This is an optimization exercise on Yosys and OpenROAD, whose aim is a short achievable clock period and few clock cycles per item, not a production implementation.

==> inputs of 01-21 <==
==> flow/design.v (excerpt) <==
module lc4_core (
  input  logic                   gwe,
  input  logic                   i_reset,
  output logic [16-1:0] o_imem_addr,
  input  logic [16-1:0] i_imem_data,
  output logic                   o_dmem_we,
  output logic [16-1:0] o_dmem_addr,
  output logic [16-1:0] o_dmem_wdata,
  input  logic [16-1:0] i_dmem_rdata,
  output logic                   o_trace_valid,
  output logic [16-1:0] o_trace_pc,
  output logic [16-1:0] o_trace_insn,
  output logic                   o_trace_rf_we,
  output logic [2:0]             o_trace_wsel,
  output logic [16-1:0] o_trace_wdata,
  output logic                   o_trace_nzp_we,
  output logic [2:0]             o_trace_nzp
);
  function automatic logic [2:0] nzp_of(input logic [15:0] v);
    nzp_of = {v[15], v == 16'h0000, !v[15] && (v != 16'h0000)};
  endfunction
  logic [15:0] pc_q;
  localparam int NB = 8;
  logic        btb_v   [NB];
  logic [15:0] btb_tag [NB];
  logic [15:0] btb_tgt [NB];
  logic [1:0]  btb_ctr [NB];
  logic [2:0]  btb_ptr;
  logic        u_en;
  logic        u_taken;
  logic        u_jmp;
  logic [15:0] u_pc;
  logic [15:0] u_tgt;
  logic        fd_valid;
  logic [15:0] fd_pc;
  logic [15:0] fd_insn;
  logic        fd_pt;        
  logic [15:0] fd_pc1;
  logic [15:0] fd_rsv;       
  logic [15:0] fd_rtv;       
  logic [15:0] fd_rdv;
  logic        fd_aw, fd_at;   
  logic        fd_bw, fd_bt;
  logic        fd_cw, fd_ct;
  logic        dx_valid;
  logic [15:0] dx_pc;
  logic [15:0] dx_insn;
  logic [2:0]  dx_rd;
  logic        dx_we;        
  logic        dx_ld;
  logic        dx_sub;
  logic        dx_and;
  logic        dx_const;
  logic        dx_rt_re;
  ...
clock: 7.5 ns
lec_check: 0
cap_margin: 20
core_margin: 2
core_utilization: 40
setup_slack_margin: 4.6
slew_margin: 20
tns_end_percent: 100
run.sh (not shown) runs the stock make flow with config.mk's settings and CLKGATE_MAP_FILE= SYNTH_SCRIPT=/design/flow/synth_recipe.tcl, a recipe that flattens the netlist after the stock synthesis.
==> inputs of 05-15, as changes to 01-21 <==
--- a/flow/design.v
+++ b/flow/design.v
@@ -263,36 +263,33 @@
   output logic                   o_trace_nzp_we,
   output logic [2:0]             o_trace_nzp
 );
   function automatic logic [2:0] nzp_of(input logic [15:0] v);
     nzp_of = {v[15], v == 16'h0000, !v[15] && (v != 16'h0000)};
   endfunction
   logic [15:0] pc_q;
-  localparam int NB = 8;
-  logic        btb_v   [NB];
-  logic [15:0] btb_tag [NB];
-  logic [15:0] btb_tgt [NB];
-  logic [1:0]  btb_ctr [NB];
-  logic [2:0]  btb_ptr;
+  logic        btb_v   [32];
+  logic [10:0] btb_tag [32];
+  logic [15:0] btb_tgt [32];
+  logic [1:0]  btb_ctr [32];
   logic        u_en;
-  logic        u_taken;
-  logic        u_jmp;
-  logic [15:0] u_pc;
+  logic [4:0]  u_idx;
+  logic        u_alloc;
+  logic [10:0] u_tag;
   logic [15:0] u_tgt;
+  logic [1:0]  u_ctr;
   logic        fd_valid;
   logic [15:0] fd_pc;
   logic [15:0] fd_insn;
   logic        fd_pt;        
+  logic        fd_tagok;     
+  logic [1:0]  fd_ctr;
   logic [15:0] fd_pc1;
   logic [15:0] fd_rsv;       
-  logic [15:0] fd_rtv;       
-  logic [15:0] fd_rdv;
-  logic        fd_aw, fd_at;   
-  logic        fd_bw, fd_bt;
-  logic        fd_cw, fd_ct;
+  logic [15:0] fd_rtv;
   logic        dx_valid;
   logic [15:0] dx_pc;
   logic [15:0] dx_insn;
   logic [2:0]  dx_rd;
   logic        dx_we;        
   logic        dx_ld;
   logic        dx_sub;
@@ -307,14 +304,16 @@
   logic        dx_mwe;       
   logic [15:0] dx_addr;
   logic [15:0] dx_wdata;
   logic        dx_br;        
   logic        dx_jmp;       
   logic [2:0]  dx_mask;
   logic        dx_pt;        
+  logic        dx_tagok;
+  logic [1:0]  dx_ctr;
   logic [15:0] dx_target;
   logic [15:0] dx_pc1;
   logic        w_valid;
   logic        w_wr;
   logic [2:0]  w_rd;
   logic [15:0] w_res;
   logic [15:0] w_pc;
@@ -324,51 +323,41 @@
   logic        t_valid;
   logic [15:0] t_pc;
   logic [15:0] t_insn;
   logic        t_we;
   logic [2:0]  t_rd;
   logic [15:0] t_res;
   logic [2:0]  t_nzp;
-  logic rst_q;
-  always_ff @(posedge gwe) rst_q <= i_reset;
+  logic [4:0]  f_idx;
   logic        f_pt;
-  logic [15:0] f_tgt;
+  logic        f_tagok;
   logic [15:0] pc_next;
   logic [15:0] f_pc1;
-  logic [2:0]  f_rs, f_rt, f_rd;
-  logic [15:0] d_a, d_b, d_c;
+  logic [2:0]  f_rs, f_rt;
   logic [15:0] d_rs_val, d_rt_val;
   logic        x_mispred;
   logic [15:0] x_fix_pc;
   logic        d_redir;
   logic [15:0] d_redir_pc;
   logic        d_stall;
   logic [15:0] x_a, x_b, x_sum, x_result;
   logic [2:0]  x_nzp;
   logic        x_taken;
   assign o_imem_addr = pc_q;
   lc4_add16 u_pc_inc (.i_a(pc_q), .i_b(16'd0), .i_c(1'b1), .o_s(f_pc1));
   assign f_rs = i_imem_data[8:6];
-  assign f_rt = i_imem_data[2:0];
-  assign f_rd = i_imem_data[11:9];
-  always_comb begin
-    f_pt  = 1'b0;
-    f_tgt = 16'h0000;
-    for (int i = 0; i < NB; i++) begin
-      if (btb_v[i] && btb_ctr[i][1] && btb_tag[i] == pc_q) begin
-        f_pt  = 1'b1;
-        f_tgt = f_tgt | btb_tgt[i];
-      end
-    end
-  end
+  assign f_rt = (i_imem_data[15:12] == 4'h7) ? i_imem_data[11:9] : i_imem_data[2:0];
+  assign f_idx   = pc_q[4:0];
+  assign f_pt    = btb_ctr[f_idx][1];
+  assign f_tagok = btb_v[f_idx] && (btb_tag[f_idx] == pc_q[15:5]);
   always_comb begin
     if (x_mispred)     pc_next = x_fix_pc;
     else if (d_redir)  pc_next = d_redir_pc;
     else if (d_stall)  pc_next = pc_q;
-    else if (f_pt)     pc_next = f_tgt;
+    else if (f_pt)     pc_next = btb_tgt[f_idx];
     else               pc_next = f_pc1;
   end
   always_ff @(posedge gwe) begin
     if (i_reset) begin
       pc_q     <= 16'h8200;
       fd_valid <= 1'b0;
     end else begin
@@ -378,71 +367,38 @@
     end
   end
   always_ff @(posedge gwe) begin
     if (!d_stall) begin
       fd_pc    <= pc_q;
       fd_insn  <= i_imem_data;
       fd_pt    <= f_pt;
+      fd_tagok <= f_tagok;
+      fd_ctr   <= btb_ctr[f_idx];
       fd_pc1   <= f_pc1;
     end
   end
   always_ff @(posedge gwe) begin
-    if (d_stall) begin
-      fd_rsv <= d_a;
-      fd_rtv <= d_b;
-      fd_rdv <= d_c;
-      fd_aw  <= dx_we && (dx_rd == fd_insn[8:6]);
-      fd_bw  <= dx_we && (dx_rd == fd_insn[2:0]);
-      fd_cw  <= dx_we && (dx_rd == fd_insn[11:9]);
-      fd_at  <= 1'b0;
-      fd_bt  <= 1'b0;
-      fd_ct  <= 1'b0;
-    end else begin
-      fd_rsv <= rf[f_rs];
-      fd_rtv <= rf[f_rt];
-      fd_rdv <= rf[f_rd];
-      fd_aw  <= dx_we && (dx_rd == f_rs);
-      fd_bw  <= dx_we && (dx_rd == f_rt);
-      fd_cw  <= dx_we && (dx_rd == f_rd);
-      fd_at  <= w_wr && (w_rd == f_rs);
-      fd_bt  <= w_wr && (w_rd == f_rt);
-      fd_ct  <= w_wr && (w_rd == f_rd);
-    end
-  end
-  logic [NB-1:0] u_hit;
-  always_ff @(posedge gwe) begin
-    for (int i = 0; i < NB; i++) u_hit[i] <= btb_v[i] && (btb_tag[i] == dx_pc);
+    fd_rsv <= d_stall ? d_rs_val : rf[f_rs];
+    fd_rtv <= d_stall ? d_rt_val : rf[f_rt];
   end
   always_ff @(posedge gwe) begin
-    if (rst_q) begin
-      for (int i = 0; i < NB; i++) begin
+    if (i_reset) begin
+      for (int i = 0; i < 32; i++) begin
         btb_v[i]   <= 1'b0;
         btb_ctr[i] <= 2'b00;
       end
-      btb_ptr <= '0;
     end else if (u_en) begin
-      if (|u_hit) begin
-        for (int i = 0; i < NB; i++) begin
-          if (u_hit[i]) begin
-            if (u_jmp)                                btb_ctr[i] <= 2'b11;
-            else if (u_taken && btb_ctr[i] != 2'b11)  btb_ctr[i] <= btb_ctr[i] + 2'd1;
-            else if (!u_taken && btb_ctr[i] != 2'b00) btb_ctr[i] <= btb_ctr[i] - 2'd1;
-          end
-        end
-      end else if (u_taken) begin
-        btb_v[btb_ptr]   <= 1'b1;
-        btb_ctr[btb_ptr] <= u_jmp ? 2'b11 : 2'b10;
-        btb_ptr          <= btb_ptr + 3'd1;
-      end
+      btb_ctr[u_idx] <= u_ctr;
+      if (u_alloc) btb_v[u_idx] <= 1'b1;
     end
   end
   always_ff @(posedge gwe) begin
-    if (u_en && !(|u_hit) && u_taken) begin
-      btb_tag[btb_ptr] <= u_pc;
-      btb_tgt[btb_ptr] <= u_tgt;
+    if (u_en && u_alloc) begin
+      btb_tag[u_idx] <= u_tag;
+      btb_tgt[u_idx] <= u_tgt;
     end
   end
   logic [3:0]  d_op;
   logic        d_br_any, d_jmp_any;
   logic        d_add_rr, d_sub_rr, d_add_ri, d_and_rr, d_and_ri;
   logic        d_ld, d_st, d_const;
   logic        d_we, d_rs_re, d_rt_re;
@@ -470,51 +426,50 @@
   assign d_rt      = d_st ? fd_insn[11:9] : fd_insn[2:0];
   always_comb begin
     if (d_const)           d_imm = {{7{fd_insn[8]}}, fd_insn[8:0]};
     else if (d_ld || d_st) d_imm = {{10{fd_insn[5]}}, fd_insn[5:0]};
     else                   d_imm = {{11{fd_insn[4]}}, fd_insn[4:0]};
   end
   always_comb begin
-    d_a = fd_aw ? w_res : (fd_at ? t_res : fd_rsv);
-    d_b = fd_bw ? w_res : (fd_bt ? t_res : fd_rtv);
-    d_c = fd_cw ? w_res : (fd_ct ? t_res : fd_rdv);
+    if (w_wr && w_rd == d_rs)      d_rs_val = w_res;
+    else if (t_we && t_rd == d_rs) d_rs_val = t_res;
+    else                           d_rs_val = fd_rsv;
+    if (w_wr && w_rd == d_rt)      d_rt_val = w_res;
+    else if (t_we && t_rd == d_rt) d_rt_val = t_res;
+    else                           d_rt_val = fd_rtv;
   end
-  assign d_rs_val = d_a;
-  assign d_rt_val = d_st ? d_c : d_b;
   logic d_fwd_st;
   assign d_stall  = fd_valid && dx_we && (d_ld || d_st) && (dx_rd == d_rs);
   assign d_fwd_st = dx_we && (dx_rd == d_rt);
   assign d_br   = d_br_any && (fd_insn[11:9] != 3'b000) && (fd_insn[8:0] != 9'h000);
   assign d_jmp  = d_jmp_any && (fd_insn[10:0] != 11'h000);
   assign d_off  = d_jmp_any ? {{5{fd_insn[10]}}, fd_insn[10:0]} : {{7{fd_insn[8]}}, fd_insn[8:0]};
   assign d_pc1  = fd_pc1;
   lc4_add16 u_target (.i_a(fd_pc1), .i_b(d_off), .i_c(1'b0), .o_s(d_target));
   logic d_btb_good, d_known, d_taken, d_pt;
-  assign d_btb_good = fd_pt;
+  assign d_btb_good = fd_pt && fd_tagok;
   assign d_known    = !dx_we;
   assign d_taken    = |(fd_insn[11:9] & x_nzp);
   assign d_want     = d_jmp || (d_br && fd_insn[8]);
   assign d_pt       = (d_br && d_known) ? d_taken : (d_btb_good || d_want);
   assign d_redir    = fd_valid && !d_stall && (d_pt ? !d_btb_good : fd_pt);
   assign d_redir_pc = d_pt ? d_target : d_pc1;
   lc4_add16 u_agu (.i_a(d_rs_val), .i_b(d_imm), .i_c(1'b0), .o_s(d_addr));
   always_ff @(posedge gwe) begin
-    if (rst_q) begin
+    if (i_reset) begin
       dx_valid <= 1'b0;
+      dx_mwe   <= 1'b0;
       dx_we    <= 1'b0;
     end else begin
       dx_valid <= fd_valid && !x_mispred && !d_stall;
+      dx_mwe   <= fd_valid && !x_mispred && !d_stall && d_st;
       dx_we    <= fd_valid && !x_mispred && !d_stall && d_we;
     end
   end
   always_ff @(posedge gwe) begin
-    if (i_reset) dx_mwe <= 1'b0;
-    else         dx_mwe <= fd_valid && !x_mispred && !d_stall && d_st;
-  end
-  always_ff @(posedge gwe) begin
     dx_pc     <= fd_pc;
     dx_insn   <= fd_insn;
     dx_rd     <= d_rd;
     dx_ld     <= d_ld;
     dx_sub    <= d_sub_rr;
     dx_and    <= d_and_rr || d_and_ri;
     dx_const  <= d_const;
@@ -526,14 +481,16 @@
     dx_imm    <= d_imm;
     dx_addr   <= d_addr;
     dx_wdata  <= d_fwd_st ? x_result : d_rt_val;
     dx_br     <= d_br;
     dx_jmp    <= d_jmp;
     dx_mask   <= fd_insn[11:9];
     dx_pt     <= d_pt;
+    dx_tagok  <= fd_tagok;
+    dx_ctr    <= fd_ctr;
     dx_target <= d_target;
     dx_pc1    <= d_pc1;
   end
   assign x_a   = dx_fwd_a ? w_res : dx_rs;
   assign x_b   = dx_rt_re ? (dx_fwd_b ? w_res : dx_rt) : dx_imm;
   lc4_add16 u_alu (.i_a(x_a), .i_b(dx_sub ? ~x_b : x_b), .i_c(dx_sub), .o_s(x_sum));
   always_comb begin
@@ -546,55 +503,62 @@
   assign x_taken   = |(dx_mask & x_nzp);
   assign x_mispred = dx_valid && dx_br && (x_taken != dx_pt);
   assign x_fix_pc  = x_taken ? dx_target : dx_pc1;
   assign o_dmem_we    = dx_mwe;
   assign o_dmem_addr  = dx_addr;
   assign o_dmem_wdata = dx_wdata;
   always_ff @(posedge gwe) begin
-    if (rst_q) begin
+    if (i_reset) begin
       u_en <= 1'b0;
     end else begin
-      u_en <= dx_valid && (dx_jmp || dx_br);
+      u_en <= dx_valid && (dx_jmp || (dx_br && (x_taken || dx_tagok)));
     end
   end
   always_ff @(posedge gwe) begin
-    u_pc    <= dx_pc;
+    u_idx   <= dx_pc[4:0];
+    u_tag   <= dx_pc[15:5];
     u_tgt   <= dx_target;
-    u_jmp   <= dx_jmp;
-    u_taken <= dx_jmp || x_taken;
+    u_alloc <= dx_jmp || x_taken;
+    if (dx_jmp)
+      u_ctr <= 2'b11;
+    else if (x_taken)
+      u_ctr <= !dx_tagok ? 2'b10 : (dx_ctr == 2'b11 ? 2'b11 : dx_ctr + 2'd1);
+    else
+      u_ctr <= (dx_ctr == 2'b00) ? 2'b00 : dx_ctr - 2'd1;
   end
   always_ff @(posedge gwe) begin
-    if (rst_q) begin
+    if (i_reset) begin
       w_valid <= 1'b0;
       w_wr    <= 1'b0;
     end else begin
       w_valid <= dx_valid;
       w_wr    <= dx_valid && dx_we;
     end
   end
   always_ff @(posedge gwe) begin
     w_rd   <= dx_rd;
     w_res  <= x_result;
     w_pc   <= dx_pc;
     w_insn <= dx_insn;
   end
   always_ff @(posedge gwe) begin
-    if (w_wr) rf[w_rd] <= w_res;
+    if (w_wr && !i_reset) rf[w_rd] <= w_res;
   end
   always_ff @(posedge gwe) begin
-    if (rst_q)     nzp_q <= 3'b000;
+    if (i_reset)   nzp_q <= 3'b000;
     else if (w_wr) nzp_q <= nzp_of(w_res);
   end
   always_ff @(posedge gwe) begin
-    if (i_reset) t_valid <= 1'b0;
-    else         t_valid <= w_valid;
-  end
-  always_ff @(posedge gwe) begin
-    if (rst_q) t_we <= 1'b0;
-    else       t_we <= w_wr;
+    if (i_reset) begin
+      t_valid <= 1'b0;
+      t_we    <= 1'b0;
+    end else begin
+      t_valid <= w_valid;
+      t_we    <= w_wr;
+    end
   end
   always_ff @(posedge gwe) begin
     t_pc   <= w_pc;
     t_insn <= w_insn;
     t_rd   <= w_rd;
     t_res  <= w_res;
     t_nzp  <= nzp_of(w_res);
ABC_CLOCK_PERIOD_IN_PS = 2000   (was unset)
CORE_UTILIZATION = 35   (was 40)
SETUP_SLACK_MARGIN = 5   (was 4.6)
==> qor summary <==
Stages on the worst setup path: 01-21 13; 05-15 14
Net count after synthesis: 01-21 2,897; 05-15 3,519
Mean area per synthesized cell: 01-21 12.8 um^2; 05-15 16.9 um^2
Worst setup slack after placement: 01-21 3450 ps; 05-15 2470 ps
Simple-gate share of the synthesized area: 01-21 0.0860; 05-15 0.0481
Status: 01-21 no timing/DRC/antenna violations; 05-15 no timing/DRC/antenna violations
Met1 GRT Util: 01-21 0.326; 05-15 0.267
Critical register-to-register path startpoint: 01-21 dx_fwd_b; 05-15 fd_insn[15]
Placed Area: 01-21 38,600 um^2; 05-15 62,700 um^2
Total clock buffers created by CTS: 01-21 88; 05-15 151
Post-DP HPWL: 01-21 72,100 um; 05-15 88,400 um
Total standard cell area after synthesis: 01-21 35,800 um^2; 05-15 58,100 um^2
Gpl congestion: 01-21 0.900; 05-15 0.829
Critical path capture point: 01-21 dx_wdata[14]; 05-15 pc_q[15]
Tightest Pin Transition: 01-21 906 ps; 05-15 1090 ps
Count of flip-flops with a built-in enable after synthesis: 01-21 441; 05-15 1,107
GRT met2 Usage: 01-21 0.419; 05-15 0.325
Portion of the layout cell area used by clock cells: 01-21 0.0656; 05-15 0.0686
No functional check of the RTL was part of any run of this note.

==> afterwards: timing with drivers on the ports <==
In the flow no input, the clock included, has a driving cell. The finished layouts below were timed again as built, in two steps.
Step 1, drivers: a clkbuf_16 drives gwe and a buf_2 each remaining input, both assumed.
Step 2 adds t to the input delays and takes it off the output delays; t is the mean of the earliest and latest rising clock arrival at the registers after step 1. Input paths then give back, and output paths get back, about the clock's delay inside the block.
Slacks: no drivers / after step 1 / after step 2; pairs: no drivers / after step 1.
| run | shift t [ns] | setup WS [ns] | worst register clock-pin slew, ns | worst data-port slew with drivers (ns) | cell pins on the clock port's net |
|---|---|---|---|---|---|
| 01-21 | 0.711 | 4.137 / 4.137 / 4.070 | 0.07 / 0.07 | 0.08 | 1 |
| 05-15 | 0.851 | 4.037 / 4.037 / 3.918 | 0.07 / 0.07 | 0.10 | 1 |
After both steps setup and hold are still met in every run listed. For 05-15, which loses most, drivers alone change the setup slack by 0.000 ns; drivers and shift together by -0.119 ns.
